What follows belongs to an exercise in optimizing a design on an open flow for small area, a short achievable clock period and few clock cycles per item; a production flow would make more cautious choices.
The RTL was checked by simulation tests, not by an equivalence proof against the original design.
Power is estimated from default activity; no workload was simulated.

File: design.v
package muldiv_pkg;
    function automatic logic is_word(input logic [3:0] op);
        is_word = (op >= 4'd8) && (op <= 4'd12);
    endfunction
    function automatic logic is_illegal(input logic [3:0] op);
        is_illegal = op > 4'd12;
    endfunction
    function automatic logic is_mul(input logic [3:0] op);
        is_mul = (op <= 4'd3) || (op == 4'd8);
    endfunction
    function automatic logic is_rem(input logic [3:0] op);
        is_rem = (op == 4'd6) || (op == 4'd7) || (op == 4'd11) || (op == 4'd12);
    endfunction
    function automatic logic is_signed_a(input logic [3:0] op);
        is_signed_a = (op == 4'd1) || (op == 4'd2) || (op == 4'd4) || (op == 4'd6)
            || (op == 4'd9) || (op == 4'd11);
    endfunction
    function automatic logic is_signed_b(input logic [3:0] op);
        is_signed_b = (op == 4'd1) || (op == 4'd4) || (op == 4'd6)
            || (op == 4'd9) || (op == 4'd11);
    endfunction
endpackage
module muldiv_prep (
    input  logic [3:0]  op,
    input  logic [63:0] rs1,
    input  logic [63:0] rs2,
    output logic [68:0] x,
    output logic [63:0] y,
    output logic [67:0] m,
    output logic        a_neg,
    output logic        b_neg
);
    logic        word;
    logic        mul;
    logic        sa;
    logic        sb;
    logic [63:0] a_ext;
    logic [63:0] b_ext;
    always_comb begin
        word  = muldiv_pkg::is_word(op);
        mul   = muldiv_pkg::is_mul(op);
        sa    = muldiv_pkg::is_signed_a(op);
        sb    = muldiv_pkg::is_signed_b(op);
        a_ext = word ? {{32{sa & rs1[31]}}, rs1[31:0]} : rs1;
        b_ext = word ? {{32{sb & rs2[31]}}, rs2[31:0]} : rs2;
        a_neg = sa & a_ext[63];
        b_neg = sb & b_ext[63];
        x     = mul ? 69'd0 : {5'b00000, a_ext ^ {64{a_neg}}};
        y     = mul ? rs1 : 64'd0;
        m     = {{4{b_neg}}, b_ext};
    end
endmodule
module muldiv_add #(
    parameter int W  = 67,
    parameter bit KS = 1
) (
    input  logic [W-1:0] a,
    input  logic [W-1:0] b,
    input  logic         cin,
    output logic [W-1:0] s
);
    localparam int N = W + 1;
    localparam int L = $clog2(N);
    logic [N-1:0] g [0:L];
    logic [N-1:0] p [0:L];
    assign g[0] = {a & b, cin};
    assign p[0] = {a ^ b, 1'b0};
    for (genvar l = 0; l < L; l++) begin : g_lvl
        for (genvar i = 0; i < N; i++) begin : g_bit
            if (KS) begin : g_ks
                if (i >= (1 << l)) begin : g_op
                    assign g[l+1][i] = g[l][i] | (p[l][i] & g[l][i - (1 << l)]);
                    assign p[l+1][i] = p[l][i] & p[l][i - (1 << l)];
                end else begin : g_pass
                    assign g[l+1][i] = g[l][i];
                    assign p[l+1][i] = p[l][i];
                end
            end else begin : g_sk
                if ((i >> l) & 1) begin : g_op
                    assign g[l+1][i] = g[l][i] | (p[l][i] & g[l][((i >> l) << l) - 1]);
                    assign p[l+1][i] = p[l][i] & p[l][((i >> l) << l) - 1];
                end else begin : g_pass
                    assign g[l+1][i] = g[l][i];
                    assign p[l+1][i] = p[l][i];
                end
            end
        end
    end
    assign s = (a ^ b) ^ g[L][N-2:0];
endmodule
module muldiv_iter
#(
    parameter int XLEN     = 64,
    parameter bit WORD_OPS = 1
) (
    input  logic            clk,
    input  logic            rst,
    input  logic            flush,
    input  logic            in_valid,
    output logic            in_ready,
    input  logic [3:0]      op,
    input  logic [XLEN-1:0] rs1,
    input  logic [XLEN-1:0] rs2,
    output logic            out_valid,
    input  logic            out_ready,
    output logic [XLEN-1:0] result,
    output logic            busy
);
    localparam int W = 69;         
    localparam int I_IDLE  = 0;
    localparam int I_MUL   = 1;
    localparam int I_DCHK  = 2;    
    localparam int I_ALIGN = 3;    
    localparam int I_DIV   = 4;
    localparam int I_FIX   = 5;    
    localparam int I_CAP   = 6;    
    localparam int I_NEGX  = 7;    
    localparam int I_NEGI  = 8;    
    localparam int NS      = 9;
    logic [NS-1:0] st;
    logic [6:0]   cnt;
    logic [W-1:0] x;       
    logic [63:0]  y;       
    logic [W-2:0] m;       
    logic [W-1:0] q;       
    logic         b_s1, b_s2, b_s32, b_inv;    
    logic [W-1:0] r;       
    logic         r_s1, r_s2, r_inv;           
    logic         qc;      
    logic         c_word;
    logic         c_mul;
    logic         c_hi;    
    logic         c_fix;   
    logic         c_rem;
    logic         c_ill;
    logic         c_dn;    
    logic         c_neg;   
    logic         c_dz;    
    logic         c_inc;   
    logic [W-1:0] p_x;
    logic [63:0]  p_y;
    logic [W-2:0] p_m;
    logic         p_aneg;
    logic         p_bneg;
    muldiv_prep u_prep (
        .op   (op),
        .rs1  (rs1),
        .rs2  (rs2),
        .x    (p_x),
        .y    (p_y),
        .m    (p_m),
        .a_neg(p_aneg),
        .b_neg(p_bneg)
    );
    logic         take;
    logic         cap_ok;
    logic         ov_n;
    logic [W-1:0] sum;
    logic         neg;     
    logic         dz;      
    logic         last;
    logic         dn_n;
    logic [W-2:0] m_n;
    logic [NS-1:0] ld_st;         
    logic [NS-1:0] nl_p, nl_m;    
    logic [NS-1:0] st_p;          
    logic [NS-1:0] st_m;          
    logic         n_s1, n_s2, n_s32, inv_p, cin_p;
    logic         alt;
    logic         inv_m;
    logic         dv;
    logic [2:0]   bd, be;
    logic         nr_s1, nr_s2, nr_inv;
    logic [W-1:0] cs_s, cs_c;    
    logic [63:0]  rn;
    logic [63:0]  res_n;
    function automatic logic [2:0] booth(input logic b1, input logic b0, input logic bm);
        booth = {b0 ^ bm, (b1 & ~b0 & ~bm) | (~b1 & b0 & bm), b1 & ~(b0 & bm)};
    endfunction
    assign take   = in_ready && in_valid && !flush && !rst;
    assign cap_ok = st[I_CAP] && (!out_valid || out_ready);
    assign q = ((b_s1 ? {m[W-2], m} : '0) | (b_s2 ? {m, 1'b0} : '0)
              | (b_s32 ? {m[W-6:0], 5'b00000} : '0)) ^ {W{b_inv}};
    assign r = {((r_s1 ? m[W-3:0] : '0) | (r_s2 ? {m[W-4:0], 1'b0} : '0)) ^ {(W-2){r_inv}},
                r_inv, r_inv};
    assign cs_s = x ^ q ^ r;
    assign cs_c = {(x[W-2:0] & q[W-2:0]) | (x[W-2:0] & r[W-2:0]) | (q[W-2:0] & r[W-2:0]),
                   r_inv | c_inc};
    muldiv_add #(.W(W), .KS(0)) u_add (.a(cs_s), .b(cs_c), .cin(qc), .s(sum));
    assign neg    = sum[W-1];
    assign dz     = st[I_ALIGN] && cnt[6];
    assign last   = (cnt == 7'd1);
    always_comb begin
        ld_st = '0;
        if (muldiv_pkg::is_illegal(op))  ld_st[I_CAP]  = 1'b1;
        else if (muldiv_pkg::is_mul(op)) ld_st[I_MUL]  = 1'b1;
        else                             ld_st[I_DCHK] = 1'b1;
        nl_p = '0;
        if (st[I_IDLE]) nl_p[I_IDLE] = 1'b1;
        if (st[I_MUL]) begin
            if (!last)      nl_p[I_MUL] = 1'b1;
            else if (c_fix) nl_p[I_FIX] = 1'b1;
            else            nl_p[I_CAP] = 1'b1;
        end
        if (st[I_DCHK]) nl_p[I_ALIGN] = 1'b1;
        if (st[I_ALIGN]) begin
            if (!dz)                 nl_p[I_ALIGN] = 1'b1;
            else if (c_rem && c_neg) nl_p[I_NEGX]  = 1'b1;
            else                     nl_p[I_CAP]   = 1'b1;
        end
        if (st[I_DIV]) begin
            if (cnt != 7'd0)      nl_p[I_DIV]  = 1'b1;
            else if (!c_neg)      nl_p[I_CAP]  = 1'b1;
            else if (c_rem)       nl_p[I_NEGX] = 1'b1;
            else                  nl_p[I_NEGI] = 1'b1;
        end
        if (st[I_FIX]) begin
            if (c_neg) nl_p[I_NEGX] = 1'b1;
            else       nl_p[I_CAP]  = 1'b1;
        end
        if (st[I_NEGX]) begin
            if (c_inc) nl_p[I_CAP]  = 1'b1;
            else       nl_p[I_NEGI] = 1'b1;
        end
        if (st[I_NEGI]) nl_p[I_CAP]  = 1'b1;
        if (st[I_CAP]) begin
            if (cap_ok) nl_p[I_IDLE] = 1'b1;
            else        nl_p[I_CAP]  = 1'b1;
        end
        nl_m = nl_p;
        if (st[I_DCHK])        begin nl_m[I_ALIGN] = 1'b0; nl_m[I_DIV] = 1'b1; end
        if (st[I_ALIGN] && !dz) begin nl_m[I_ALIGN] = 1'b0; nl_m[I_DIV] = 1'b1; end
        if (st[I_DIV] && cnt == 7'd0 && c_rem) begin nl_m[I_CAP] = 1'b0; nl_m[I_NEGX] = 1'b0; nl_m[I_FIX] = 1'b1; end
        st_p = in_ready ? ld_st : nl_p;
        st_m = neg ? nl_m : nl_p;
    end
    always_comb begin
        m_n = m;
        if (in_ready)                        m_n = p_m;
        else if (st[I_ALIGN])                m_n = {m[W-6:0], 4'b0000};
        else if (st[I_DIV] && cnt != 7'd0)   m_n = {m[W-2], m[W-2:1]};
    end
    always_comb begin
        dn_n   = in_ready ? p_bneg : c_dn;
        n_s1 = 1'b0; n_s2 = 1'b0; n_s32 = 1'b0; inv_p = 1'b0; cin_p = 1'b0;
        nr_s1 = 1'b0; nr_s2 = 1'b0; nr_inv = 1'b0;
        if (in_ready) begin
            bd = booth(rs1[1], rs1[0], 1'b0);
            be = booth(rs1[3], rs1[2], rs1[1]);
        end else begin
            bd = booth(y[5], y[4], y[3]);
            be = booth(y[7], y[6], y[5]);
        end
        if (st_p[I_MUL]) begin
            n_s1 = bd[2]; n_s2 = bd[1]; inv_p = bd[0]; cin_p = bd[0];
            {nr_s1, nr_s2, nr_inv} = be;
        end
        if (st_p[I_NEGI])  cin_p = 1'b1;
        if (st_p[I_DCHK])  begin n_s2 = 1'b1;  inv_p = ~dn_n; cin_p = ~dn_n; end
        if (st_p[I_ALIGN]) begin n_s32 = 1'b1; inv_p = ~dn_n; cin_p = ~dn_n; end
        if (st_p[I_DIV])   begin n_s1 = 1'b1;  inv_p = ~dn_n; cin_p = ~dn_n; end
        if (st_p[I_FIX])   begin n_s1 = 1'b1;  inv_p = dn_n;  cin_p = dn_n; end
        alt   = st[I_DCHK] || st[I_ALIGN] || (st[I_DIV] && cnt == 7'd0 && c_rem);
        dv    = st[I_DCHK] || st[I_ALIGN] || (st[I_DIV] && (cnt != 7'd0 || c_rem));
        inv_m = st[I_DIV] ? c_dn : ~c_dn;
    end
    always_comb begin
        rn = (c_rem || c_neg) ? x[63:0] : y;
        if (c_ill)                   res_n = 64'd0;
        else if (c_mul && c_hi)      res_n = x[63:0];
        else if (c_mul && c_word)    res_n = {{32{y[63]}}, y[63:32]};
        else if (c_mul)              res_n = y;
        else if (c_dz && !c_rem)     res_n = {64{1'b1}};
        else if (c_word)             res_n = {{32{rn[31]}}, rn[31:0]};
        else                         res_n = rn;
    end
    always_ff @(posedge clk) begin
        b_s1  <= (neg && alt) ? 1'b1 : n_s1;
        b_s2  <= (neg && alt) ? 1'b0 : n_s2;
        b_s32 <= (neg && alt) ? 1'b0 : n_s32;
        b_inv <= (neg && dv) ? inv_m : inv_p;
        qc    <= (neg && dv) ? inv_m : cin_p;
        r_s1  <= nr_s1;
        r_s2  <= nr_s2;
        r_inv <= nr_inv;
        m    <= m_n;
        if (in_ready) begin
            x       <= p_x;
            y       <= p_y;
            cnt     <= muldiv_pkg::is_mul(op) ? (muldiv_pkg::is_word(op) ? 7'd8 : 7'd16) : 7'd0;
            c_word  <= muldiv_pkg::is_word(op);
            c_mul   <= muldiv_pkg::is_mul(op);
            c_hi    <= (op == 4'd1) || (op == 4'd2) || (op == 4'd3);
            c_fix   <= (op == 4'd3) && rs1[63];
            c_rem   <= muldiv_pkg::is_rem(op);
            c_ill   <= muldiv_pkg::is_illegal(op);
            c_dn    <= p_bneg;
            c_neg   <= !muldiv_pkg::is_mul(op) && (muldiv_pkg::is_rem(op) ? p_aneg : (p_aneg ^ p_bneg));
            c_dz    <= 1'b0;
            c_inc   <= !muldiv_pkg::is_mul(op) && p_aneg;
        end else begin
            if (st[I_MUL]) begin
                x   <= {{4{sum[W-1]}}, sum[W-1:4]};
                y   <= {sum[3:0], y[63:4]};
                cnt <= cnt - 7'd1;
            end
            if (st[I_FIX] || st[I_NEGI]) x <= sum;
            if (st[I_NEGX]) x <= ~x;
            if (dz) c_dz <= 1'b1;
            if (st[I_ALIGN]) cnt <= cnt + 7'd4;
            if (st[I_DIV]) c_inc <= 1'b0;
            if (st[I_DIV]) begin
                if (cnt == 7'd0 && c_neg && !c_rem) x <= {{(W-63){1'b1}}, ~y[62:0], neg};
                else                                x <= sum;
                y <= {y[62:0], ~neg};
                if (cnt != 7'd0) cnt <= cnt - 7'd1;
            end
        end
    end
    always_comb begin
        ov_n = out_valid && !out_ready;
        if (cap_ok) ov_n = 1'b1;
    end
    always_ff @(posedge clk) begin
        if (cap_ok) result <= res_n;
        if (rst || flush) begin
            st        <= 'd1;
            out_valid <= 1'b0;
            in_ready  <= 1'b1;
            busy      <= 1'b0;
        end else begin
            st        <= take ? ld_st : st_m;
            out_valid <= ov_n;
            in_ready  <= take ? (ld_st[I_CAP] && !ov_n) : (st_m[I_IDLE] || (st_m[I_CAP] && !ov_n));
            busy      <= take || !st_m[I_IDLE] || ov_n;
        end
    end
endmodule
File: constraint.sdc
create_clock -name core_clock -period 10.0 [get_ports {clk}]
set_input_delay 2.0000 -clock core_clock [delete_from_list [all_inputs] [get_ports {clk}]]
set_output_delay 2.0000 -clock core_clock [all_outputs]
set_load 0.01 [all_outputs]
File: standard.sh
#!/bin/bash
# synth_recipe.tcl (not shown) runs the flow's synth.tcl, then flattens the netlist and writes it again
# the make line also repeats each setting of config.mk as NAME=value (left out here)
make -C /OpenROAD-flow-scripts/flow DESIGN_CONFIG=/design/flow/config.mk WORK_HOME=/design/flow/orfs CLKGATE_MAP_FILE= SYNTH_SCRIPT=/design/flow/synth_recipe.tcl "${@:-finish}"
File: config.mk
export PLATFORM = sky130hd
export DESIGN_NAME = muldiv_iter
export DESIGN_NICKNAME = muldiv_iter
export VERILOG_FILES = /design/flow/design.v
export SDC_FILE = /design/flow/constraint.sdc
export NUM_CORES = 4
export LEC_CHECK = 0
export CAP_MARGIN = 20
export CORE_MARGIN = 2
export CORE_UTILIZATION = 45
export SLEW_MARGIN = 20
export TNS_END_PERCENT = 0
File: flow/run.sh
#!/bin/bash
set -euo pipefail
bash standard.sh SETUP_SLACK_MARGIN=6.0 finish > standard_flow.log 2>&1
==> results of run 1 <==
path summary, 6_finish.rpt:
check,end,start,depth (start not counted),slack (ns)
worst max-delay path,x[59]$_DFFE_PP_,b_s2$_SDFF_PP0_,19,5.36
worst min-delay path,st[0]$_SDFF_PP1_,st[0]$_SDFF_PP1_,2,0.51
worst max register to register,x[59]$_DFFE_PP_,b_s2$_SDFF_PP0_,19,5.36
worst min register to register,st[0]$_SDFF_PP1_,st[0]$_SDFF_PP1_,2,0.51
kinds of logic after synthesis:
logic type      after synthesis  synth area share
compound gates              951             0.251
simple gates                623             0.113
buf+inv                     315            0.0477
flops                       302             0.353
xor+xnor                    266            0.0949
fa+ha+maj                   151            0.0985
mux                         103            0.0414
cell usage after synthesis (12+ instances only):
cell type / number / area [um2]
nor2_1: 196 / 736
nand2b_1: 23 / 144
edfxtp_1: 273 / 8200
dfxtp_1: 29 / 581
a31oi_1: 13 / 81.3
buf_1: 41 / 154
fa_1: 75 / 1500
nor2b_1: 49 / 307
a22oi_1: 73 / 548
nand2_1: 177 / 664
o21ai_0: 220 / 1100
o221ai_1: 33 / 289
a21o_1: 20 / 150
o21bai_1: 14 / 105
a221oi_1: 15 / 131
nor3_1: 53 / 265
xor2_1: 81 / 709
o22ai_1: 76 / 475
nand4_1: 13 / 81.3
mux2i_1: 103 / 1030
a222oi_1: 63 / 631
inv_1: 85 / 319
a211oi_1: 112 / 841
o211ai_1: 12 / 90.1
nand3_1: 83 / 415
ha_1: 76 / 951
a21oi_1: 227 / 1140
clkbuf_1: 184 / 691
xnor2_1: 182 / 1590
per-stage QoR:
stage | instances | setup WS (ns)
2_1_floorplan | 2711 | 5.76
3_3_place_gp | 3435 | 4.57
3_5_place_dp | 3435 | 4.52
4_1_cts | 3545 | 5.37
5_1_grt | 3586 | 5.10
6_report | 3586 | 5.36
power groups by stage:
stage	Sequential [mW]	Clock, mW	Combinational (mW)
finish	2.07	1.44	5.67
global route	2.07	1.50	6.11
CTS	2.04	1.46	5.11
detailed placement	2.06	0	4.86
global placement	2.06	0	4.79
floorplan	1.81	0	3.59
metal layers:
layer  vias to the layer above  track usage  routed length [um]
li1                      10400            -                   -
met1                     11400        0.501               42800
met2                      1533        0.481               41400
met3                       188       0.0664               11200
met4                         2        0.102                3510
met5                         -            0                  13
cells in the final DEF, fill, tap and decap left out, types with 20 or more instances in the layout:
master | synthesis | final
o221ai_1 | 33 | 33
nand2b_1 | 23 | 23
nand3_1 | 83 | 83
nand2_1 | 177 | 169
ha_1 | 76 | 47
a21oi_1 | 227 | 218
a22oi_1 | 73 | 72
inv_1 | 85 | 80
xnor2_1 | 182 | 180
a211oi_1 | 112 | 110
o22ai_1 | 76 | 76
xor2_1 | 81 | 80
nor2b_1 | 49 | 47
nor2_1 | 196 | 188
o21ai_0 | 220 | 213
clkdlybuf4s50_1 | 0 | 202
a222oi_1 | 63 | 63
ha_4 | 0 | 21
edfxtp_1 | 273 | 273
buf_4 | 0 | 101
nor3_1 | 53 | 50
clkbuf_16 | 0 | 45
a21o_1 | 20 | 20
fa_1 | 75 | 74
mux2i_1 | 103 | 103
registers in the layout (all words and copies together), names as in the netlist, 7 cells and up:
register / count
y: 64
m: 68
x: 69
cnt: 7
st: 9
result: 64
area by class of cell:
cell class	count	area, um2	share of cell area
clock buffers	45	1030	0.0341
clock inverters	25	246	0.00816
inverters	85	323	0.0107
multi-input cells	2094	15500	0.513
flip-flops and latches	302	8820	0.292
well taps	704	881	0.0292
repair buffers	331	3410	0.113
tightest hold or removal path, cell delays in order, from the launching register on:
cell and delay [ns]:
dfxtp_1 0.32, o21ai_0 0.08, nand2_1 0.08
what timing repair did:
item	4_1_cts	5_1_grt
setup buffers	33	35
resized for setup	51	62
pin swaps	50	92
endpoints found under the setup margin	143	143
hold endpoints to repair	0	0
cloned	7	5
==> results.sh, run 1 <==
export IMPL_vias=23600
export IMPL_final_util=0.550
export IMPL_holdBufCountCts=0
export IMPL_clkSinkCount=302
export IMPL_clockPowerShare=0.157
export IMPL_grt_ovfl_total=0
export IMPL_cts_tree="done"
export IMPL_drt_total_wl_um=98900
export IMPL_drv_cap=0
export IMPL_p_sw_frac=0.477
export IMPL_slew_viol_final=0
export IMPL_drt_first_iter_violations=3664
export IMPL_start_kind="flip-flop"
export IMPL_max_freq_ghz=0.215
export IMPL_clk_pin_slew_ns=0.06
export IMPL_nets=3140
export IMPL_grt_antenna_before_repair=2
export IMPL_synth_edff_count=273
export IMPL_tns_ns=0
export IMPL_syn_cell_area_um2=24900
export IMPL_htreeDepth=2
export IMPL_p_comb_frac=0.617
export IMPL_finalHoldViolCount=0
export IMPL_outcome="finished clean"
export IMPL_die_w_um=239
export IMPL_ys_flop_type="edfxtp_1"
export IMPL_critPathCaptureType="flip-flop"
export IMPL_yosys_register_bits=302
export IMPL_drc=0
export IMPL_drtPass1Iterations=10
export IMPL_final_area_um2=30200
export IMPL_clock_path_buffers=3
export IMPL_period_share=0.464
export IMPL_first_global_vias=21700
export IMPL_cts_root_buf="clkbuf_16"
export IMPL_seqPwrFrac=0.225
export IMPL_placedInstanceArea_um2=27400
export IMPL_syn_inst=2711
export IMPL_setup_viol=0
export IMPL_yosysSeqAreaShare=0.353
export IMPL_yosys_warnings=5
export IMPL_crit_path_cell_trace="buf_12 -> buf_16 -> a222oi_1 -> xnor2_1 -> fa_1 -> ha_1 -> nor2_2 -> nor2_1 -> a211oi_2 -> o2bb2ai_4 -> o21ai_4 -> and3_4 -> o21ai_2 -> fa_2 -> nor2_2 -> a221oi_2 -> a21oi_1 -> o21a_1 -> o22ai_1"
export IMPL_routedWlPerCell_um=27.6
export IMPL_std_cell_rows=86
export IMPL_critPathMaxStageDelay_ns=0.59
export IMPL_ir_worst_vdd_mv=0.149
export IMPL_finalPower_mw=9.18
export IMPL_syn_area_per_cell_um2=9.18
export IMPL_grt_setup_unrepaired="yes"
export IMPL_fill_cells=4974
export IMPL_grt_pass1_wl_um=143000
export IMPL_cp_data_arrival_time_ns=5.05
export IMPL_whs_ns=0.509
export IMPL_critPathBufInv=2
export IMPL_vias_per_cell=6.57
export IMPL_intPower_mw=4.80
export IMPL_p_sw_mw=4.38
export IMPL_critical_path_peak_fanout=14
export IMPL_synth_nets=2999
export IMPL_dieArea_um2=57200
export IMPL_diodes=0
export IMPL_hp_class="flip-flop to flip-flop"
export IMPL_grt_usage=0.334
export IMPL_relSlewSlack=0.226
export IMPL_initial_core_util=0.454
export IMPL_p_per_area_nw_per_um2=304
export IMPL_critical_path_class="flip-flop to flip-flop"
export IMPL_required_ns=10.41
export IMPL_grt_max_degree=112
export IMPL_die_h_um=239
export IMPL_finClkSkew_ns=0.0249
export IMPL_period_needed_ns=4.64
export IMPL_place_congestion=0.932
export IMPL_numCtsBuffers=38
export IMPL_yosysUniqueCellTypes=78
export IMPL_area_growth_synth_to_final_pct=21.3
export IMPL_io_pins=204
export IMPL_io_buffers=203
export IMPL_cp_top_family="compound AO/OA/AOI/OAI gates"
export IMPL_worst_path_most_repeated_cell="nor2_2"
export IMPL_detail_route_antenna_nets=0
export IMPL_drive_above_1_share=0.112
export IMPL_hpwl_um=67700
export IMPL_clk_insertion_delay_late_ns=0.59
export IMPL_coreArea_um2=54900
export IMPL_total_leakage_power_nw=10.8
export IMPL_critPathSlowestCell="fa_2"
export IMPL_async_flop_share=0
export IMPL_worst_pin_slew_ns=1.15
Testbench counts, summed over its fixed seeds: cycles 31,238, items 2,400.
==> run 2: changes to the inputs <==
--- a/config.mk
+++ b/config.mk
@@ -8,5 +8,6 @@
 export CAP_MARGIN = 20
 export CORE_MARGIN = 2
 export CORE_UTILIZATION = 45
+export CTS_BUF_LIST = sky130_fd_sc_hd__clkbuf_8
 export SLEW_MARGIN = 20
 export TNS_END_PERCENT = 0
==> run 2 against run 1 <==
Against the previous run: still clean on timing, DRC and antenna; flip-flop and latch count unchanged; synthesized area unchanged; cell count increased by 0.47%; clock power decreased by 18%; sequential share of layout area increased by 0.64 points; global-route usage decreased by 0.19 points; register-to-register slack got worse by 0.04 ns; via count decreased by 1.1%; worst hold slack improved by 0.0015 ns; final area decreased by 2.2%; wire length decreased by 2.4%; critical endpoint unchanged; largest cell class unchanged.
==> results.sh, run 2 <==
export IMPL_htreeDepth=2
export IMPL_p_sw_frac=0.491
export IMPL_critical_path_class="flip-flop to flip-flop"
export IMPL_synth_nets=2999
export IMPL_use_met3=0.0703
export IMPL_numCtsBuffers=55
export IMPL_die_h_um=239
export IMPL_seqPwrFrac=0.235
export IMPL_cts_root_buf="clkbuf_8"
export IMPL_required_ns=10.38
export IMPL_grt_ovfl_total=0
export IMPL_syn_area_per_cell_um2=9.18
export IMPL_syn_cell_area_um2=24900
export IMPL_vias=23300
export IMPL_cts_tree="done"
export IMPL_outcome="finished clean"
export IMPL_clockPowerShare=0.135
export IMPL_relSlewSlack=0.255
export IMPL_r2r_start="b_s1$_SDFF_PP1_"
export IMPL_ir_worst_vdd_mv=0.132
export IMPL_finalPower_mw=8.78
export IMPL_start_kind="flip-flop"
export IMPL_detail_route_antenna_nets=0
export IMPL_finalHoldViolCount=0
export IMPL_top_register="x"
export IMPL_io_buffers=203
export IMPL_worst_pin_slew_ns=1.11
export IMPL_clkSinkCount=302
export IMPL_first_global_vias=21800
export IMPL_die_w_um=239
export IMPL_yosysTopAreaCell="edfxtp_1"
export IMPL_reg_largest_list="x: 69 flops, m: 68 flops"
export IMPL_period_needed_ns=4.68
export IMPL_clk_pin_slew_ns=0.06
export IMPL_slew_viol_final=0
export IMPL_synthTopCellsByCount="273 x edfxtp_1, 227 x a21oi_1, 220 x o21ai_0"
export IMPL_drtPass1Iterations=9
export IMPL_nets=3138
export IMPL_yosys_warnings=5
export IMPL_period_share=0.468
export IMPL_yosys_register_bits=302
export IMPL_total_leakage_power_nw=10.6
export IMPL_drv_cap=0
export IMPL_grtUsageMet1=0.499
export IMPL_critPathBufInv=1
export IMPL_grt_usage=0.332
export IMPL_crit_path_cell_trace="buf_12 -> a222oi_1 -> xnor2_1 -> fa_1 -> ha_4 -> and3_4 -> nand4_1 -> nor3_2 -> nor2b_2 -> o21ai_2 -> and3_4 -> o21ai_2 -> fa_2 -> nor2_1 -> a221oi_2 -> a21oi_1 -> o21a_1 -> o22ai_1"
export IMPL_cp_top_family="adder cells"
export IMPL_synthTopCellsByArea="edfxtp_1 33%, xnor2_1 6.4%, fa_1 6.0%, a21oi_1 4.6%, o21ai_0 4.4%"
export IMPL_critPathSlowestCell="fa_1"
export IMPL_synth_edff_count=273
export IMPL_async_flop_share=0
export IMPL_io_pins=204
export IMPL_hp_start="st[0]$_SDFF_PP1_"
export IMPL_p_sw_mw=4.31
export IMPL_setup_viol=0
export IMPL_drt_first_iter_violations=3157
export IMPL_ys_flop_type="edfxtp_1"
export IMPL_p_per_area_nw_per_um2=297
export IMPL_synth_most_common_cell="edfxtp_1"
export IMPL_whs_ns=0.510
export IMPL_use_met2=0.468
export IMPL_clock_path_buffers=3
export IMPL_hpwl_um=67700
export IMPL_grt_pass1_wl_um=143000
export IMPL_clk_insertion_delay_late_ns=0.71
export IMPL_grt_antenna_before_repair=2
export IMPL_drt_total_wl_um=96600
export IMPL_std_cell_rows=86
export IMPL_vias_per_cell=6.47
export IMPL_area_growth_synth_to_final_pct=18.6
export IMPL_drc=0
export IMPL_max_freq_ghz=0.214
export IMPL_final_util=0.538
export IMPL_hp_class="flip-flop to flip-flop"
export IMPL_critPathMaxStageDelay_ns=0.54
export IMPL_startpoint="b_s1$_SDFF_PP1_"
export IMPL_tns_ns=0
export IMPL_critical_path_peak_fanout=28
export IMPL_p_comb_frac=0.630
export IMPL_dieArea_um2=57200
export IMPL_initial_core_util=0.454
export IMPL_holdBufCountCts=0
export IMPL_mostFrequentLayoutCells="273 x edfxtp_1, 222 x a21oi_1, 213 x o21ai_0, 203 x clkdlybuf4s50_1, 191 x nor2_1"
export IMPL_critPathCaptureType="flip-flop"
export IMPL_synth_top_area_frac=0.329
export IMPL_gr_max_usage_layer="met1"
export IMPL_grt_max_degree=112
export IMPL_finClkSkew_ns=0.0468
export IMPL_yosysUniqueCellTypes=78
export IMPL_grt_setup_unrepaired="yes"
export IMPL_syn_inst=2711
export IMPL_yosysSeqAreaShare=0.353
export IMPL_intPower_mw=4.47
export IMPL_drive_above_1_share=0.101
export IMPL_coreArea_um2=54900
export IMPL_largest_register_ffs=69
export IMPL_place_congestion=0.932
export IMPL_cp_data_arrival_time_ns=5.06
export IMPL_layout_commonest_cell="edfxtp_1"
export IMPL_routedWlPerCell_um=26.8
==> run 2: cells by family (layout without fill, tap and decap cells) <==
kind of cell               Yosys count  in the layout  share of synthesized area
AOI/OAI and AO/OA                  951            951                      0.251
and+or+nand+nor                    623            623                      0.113
buffers and inverters              315            499                     0.0477
DFF                                302            302                      0.353
xor gates and xnor gates           266            266                     0.0949
adders and majority gates          151            151                     0.0985
muxes                              103            103                     0.0414
other                                0              4                          0
==> run 2: worst min-delay path, stage by stage, from the launching register on <==
cell	delay (ns)
dfxtp_1	0.32
o21ai_0	0.08
nand2_1	0.08
==> run 2: power by group through the flow <==
stage / Clock [mW] / Sequential (mW) / Combinational [mW]
floorplan: 0 / 1.81 / 3.59
global placement: 0 / 2.06 / 4.79
finish: 1.18 / 2.06 / 5.53
detailed placement: 0 / 2.06 / 4.86
CTS: 1.20 / 2.03 / 5.28
global route: 1.25 / 2.07 / 5.98
==> run 2: path summary, 6_finish.rpt <==
path | endpoint | slack (ns) | cells after the start
worst min-delay path | st[0]$_SDFF_PP1_ | 0.51 | 2
worst min register to register | st[0]$_SDFF_PP1_ | 0.51 | 2
worst max-delay path | x[59]$_DFFE_PP_ | 5.32 | 18
worst max register to register | x[59]$_DFFE_PP_ | 5.32 | 18
==> run 2: layout make-up <==
cell class / instances / area [um2]
multi-input combinational: 2094 / 15400
antenna: 4 / 10.0
tap: 704 / 881
clock buffer: 56 / 771
fill: 5085 / 25300
timing repair buffer: 312 / 3030
inverter: 85 / 323
sequential: 302 / 8810
clock inverter: 46 / 282
==> run 2: repair_timing <==
| action | CTS | global route |
|---|---|---|
| pin swaps | 69 | 23 |
| gates cloned | 3 | 0 |
| setup buffers | 53 | 5 |
| resized for setup | 71 | 17 |
| endpoints found under the setup margin | 82 | 142 |
==> run 2: metrics by stage <==
step / instances / cell area (um2) / setup WS, ns
2_1_floorplan: 2711 / 25000 / 5.76
3_3_place_gp: 3435 / 27400 / 4.57
3_5_place_dp: 3435 / 27400 / 4.52
4_1_cts: 3593 / 29400 / 5.42
5_1_grt: 3600 / 29500 / 5.15
6_report: 3603 / 29500 / 5.32
==> run 2: per-layer routing <==
metal | part of all wire | up-vias
met5 | 0.00013 | -
met4 | 0.035 | 2
met3 | 0.12 | 164
met2 | 0.41 | 1377
met1 | 0.44 | 11300
li1 | - | 10400
==> run 3: changes to the inputs <==
==> flow/run.sh (replaced) <==
#!/bin/bash
set -euo pipefail
bash standard.sh SETUP_SLACK_MARGIN=6.5 finish > standard_flow.log 2>&1
==> run 3 against run 2 <==
Against the previous run: count of clock-buffer cells in the layout stayed put; non-clock buffer count stayed put; via count stayed put; utilization stayed put; sequential share of layout area stayed put; final area stayed put; global-route usage stayed put; clock power hardly changed; combinational power hardly changed; fmax stayed put; critical endpoint unchanged.
==> results.sh, run 3 <==
export IMPL_grt_max_degree=112
export IMPL_synth_compound_area_frac=0.251
export IMPL_grt_ovfl_total=0
export IMPL_numCtsBuffers=55
export IMPL_tns_ns=0
export IMPL_start_kind="flip-flop"
export IMPL_finalHoldViolCount=0
export IMPL_grt_setup_unrepaired="yes"
export IMPL_synthAdderAreaFrac=0.0985
export IMPL_detail_route_antenna_nets=0
export IMPL_finalPower_mw=8.78
export IMPL_intPower_mw=4.47
export IMPL_mostFrequentLayoutCells="273 x edfxtp_1, 222 x a21oi_1, 213 x o21ai_0, 203 x clkdlybuf4s50_1, 191 x nor2_1"
export IMPL_area_growth_synth_to_final_pct=18.6
export IMPL_vias=23300
export IMPL_total_leakage_power_nw=10.6
export IMPL_period_share=0.468
export IMPL_grtUsageMet1=0.499
export IMPL_grt_pass1_wl_um=143000
export IMPL_critPathCaptureType="flip-flop"
export IMPL_place_congestion=0.932
export IMPL_cts_root_buf="clkbuf_8"
export IMPL_std_cell_rows=86
export IMPL_ys_flop_type="edfxtp_1"
export IMPL_initial_core_util=0.454
export IMPL_ir_worst_vdd_mv=0.132
export IMPL_p_per_area_nw_per_um2=297
export IMPL_synth_nets=2999
export IMPL_final_area_um2=29500
export IMPL_stdcell_count=3603
export IMPL_relSlewSlack=0.255
export IMPL_setup_viol=0
export IMPL_required_ns=10.38
export IMPL_async_flop_share=0
export IMPL_syn_area_per_cell_um2=9.18
export IMPL_use_met3=0.0703
export IMPL_clock_path_buffers=3
export IMPL_critical_path_peak_fanout=28
export IMPL_die_h_um=239
export IMPL_whs_ns=0.510
export IMPL_worst_pin_slew_ns=1.11
export IMPL_dieArea_um2=57200
export IMPL_yosysUniqueCellTypes=78
export IMPL_synthMuxAreaShare=0.0414
export IMPL_drt_first_iter_violations=3157
export IMPL_p_sw_frac=0.491
export IMPL_place_ws_ns=4.52
export IMPL_placedInstanceArea_um2=27400
export IMPL_die_w_um=239
export IMPL_critical_path_class="flip-flop to flip-flop"
export IMPL_top_register="x"
export IMPL_yosys_warnings=5
export IMPL_yosysSeqAreaShare=0.353
export IMPL_hp_class="flip-flop to flip-flop"
export IMPL_vias_per_cell=6.47
export IMPL_io_pins=204
export IMPL_reg_largest_list="x: 69 flops, m: 68 flops"
export IMPL_drt_total_wl_um=96600
export IMPL_placedCellCount=3435
export IMPL_synth_edff_count=273
export IMPL_fin_ws_ns=5.32
export IMPL_drive_above_1_share=0.101
export IMPL_layout_commonest_cell="edfxtp_1"
export IMPL_cp_data_arrival_time_ns=5.06
export IMPL_routedWlPerCell_um=26.8
export IMPL_synth_xor_area_frac=0.0949
export IMPL_io_buffers=203
export IMPL_clockPowerShare=0.135
export IMPL_htreeDepth=2
export IMPL_drtPass1Iterations=9
export IMPL_outcome="finished clean"
export IMPL_grt_usage=0.332
export IMPL_grt_antenna_before_repair=2
export IMPL_synthTopCellsByCount="273 x edfxtp_1, 227 x a21oi_1, 220 x o21ai_0"
export IMPL_syn_inst=2711
export IMPL_synthSimpleGateAreaFrac=0.113
export IMPL_finClkSkew_ns=0.0468
export IMPL_p_comb_frac=0.630
export IMPL_period_needed_ns=4.68
export IMPL_use_met2=0.468
export IMPL_first_global_vias=21800
export IMPL_synth_top_family_by_area="compound AO/OA/AOI/OAI gates"
export IMPL_coreArea_um2=54900
export IMPL_gr_max_usage_layer="met1"
export IMPL_clkSinkCount=302
export IMPL_yosys_register_bits=302
export IMPL_final_util=0.538
export IMPL_drc=0
export IMPL_slew_viol_final=0
export IMPL_largest_register_ffs=69
export IMPL_clk_insertion_delay_late_ns=0.71
export IMPL_synthTopCellsByArea="edfxtp_1 33%, xnor2_1 6.4%, fa_1 6.0%, a21oi_1 4.6%, o21ai_0 4.4%"
export IMPL_syn_cell_area_um2=24900
export IMPL_p_sw_mw=4.31
export IMPL_max_freq_ghz=0.214
export IMPL_seqPwrFrac=0.235
export IMPL_clk_pin_slew_ns=0.06
export IMPL_synth_most_common_cell="edfxtp_1"
export IMPL_nets=3138
export IMPL_drv_cap=0
export IMPL_yosysTopAreaCell="edfxtp_1"
export IMPL_cts_tree="done"
export IMPL_synth_top_area_frac=0.329
export IMPL_hpwl_um=67700
[run 3: cell families (layout without fill, tap and decap cells)]
family	after synthesis	after routing
xor+xnor	266	266
buf+inv	315	499
other cells	0	4
mux	103	103
simple gates	623	623
fa+ha+maj	151	151
compound gates	951	951
flops	302	302
[run 3: path summary, 6_finish.rpt]
kind	startpoint	to	slack, ns	depth (start not counted)
setup reg to reg	b_s1$_SDFF_PP1_	x[59]$_DFFE_PP_	5.32	18
setup / recovery	b_s1$_SDFF_PP1_	x[59]$_DFFE_PP_	5.32	18
hold / removal	st[0]$_SDFF_PP1_	st[0]$_SDFF_PP1_	0.51	2
hold reg to reg	st[0]$_SDFF_PP1_	st[0]$_SDFF_PP1_	0.51	2
[run 3: layer usage]
layer / up-vias / part of all wire
met2: 1377 / 0.41
met5: - / 0.00013
met1: 11300 / 0.44
li1: 10400 / -
met4: 2 / 0.035
met3: 164 / 0.12
[run 3: power by group through the flow]
stage	registers (mW)	clock network, mW	logic [mW]
final	2.06	1.18	5.53
after global routing	2.07	1.25	5.98
after CTS	2.03	1.20	5.28
after detailed placement	2.06	0	4.86
after global placement	2.06	0	4.79
after floorplan	1.81	0	3.59
[run 3: final cells by class]
type | count | area (um2)
fillers | 5085 | 25300
multi-input cells | 2094 | 15400
flip-flops and latches | 302 | 8810
repair buffers | 312 | 3030
well taps | 704 | 881
clock buffers | 56 | 771
inverters | 85 | 323
clock inverters | 46 | 282
diodes | 4 | 10.0
[run 3: worst max-delay path, cell delays in order, from the launching register on]
cell and delay, ns:
dfxtp_4 0.38, buf_12 0.17, a222oi_1 0.40, xnor2_1 0.24, fa_1 0.54, ha_4 0.34, and3_4 0.20, nand4_1 0.13
nor3_2 0.28, nor2b_2 0.20, o21ai_2 0.07, and3_4 0.18, o21ai_2 0.14, fa_2 0.49, nor2_1 0.14, a221oi_2 0.07
a21oi_1 0.18, o21a_1 0.13, o22ai_1 0.05
[run 3: timing repair]
item                                    in CTS  in global routing
setup buffers                               53                  5
endpoints found under the setup margin     250                255
pin swaps                                   69                 23
cloned                                       3                  0
resized for setup                           71                 17
hold buffers                                 0                  0

re-timing with driven ports:
The flow's constraints put no driver on any port. The routed layouts listed below were extracted and timed again, unchanged, in two steps.
Step 1: set_driving_cell puts a clkbuf_16 on clk and a buf_2 on each other input, an assumption about the parent block.
Step 2, shift: input delay + t, output delay - t, t = (earliest + latest rising clock arrival at the registers) / 2. This alone moves slack from input paths to output paths.
Slacks: ideal / step 1 / step 2; pairs: ideal / step 1.
| run | t (ns) | setup slack, ns | worst slew at a driven data input, ns | pins driven straight from the clock port |
|---|---|---|---|---|
| run 1 | 0.629 | 5.357 / 5.357 / 4.829 | 0.07 | 1 |
| run 2 | 0.736 | 5.319 / 5.319 / 4.755 | 0.07 | 1 |
| run 3 | 0.736 | 5.319 / 5.319 / 4.755 | 0.07 | 1 |
After both steps every run listed still meets setup and hold.
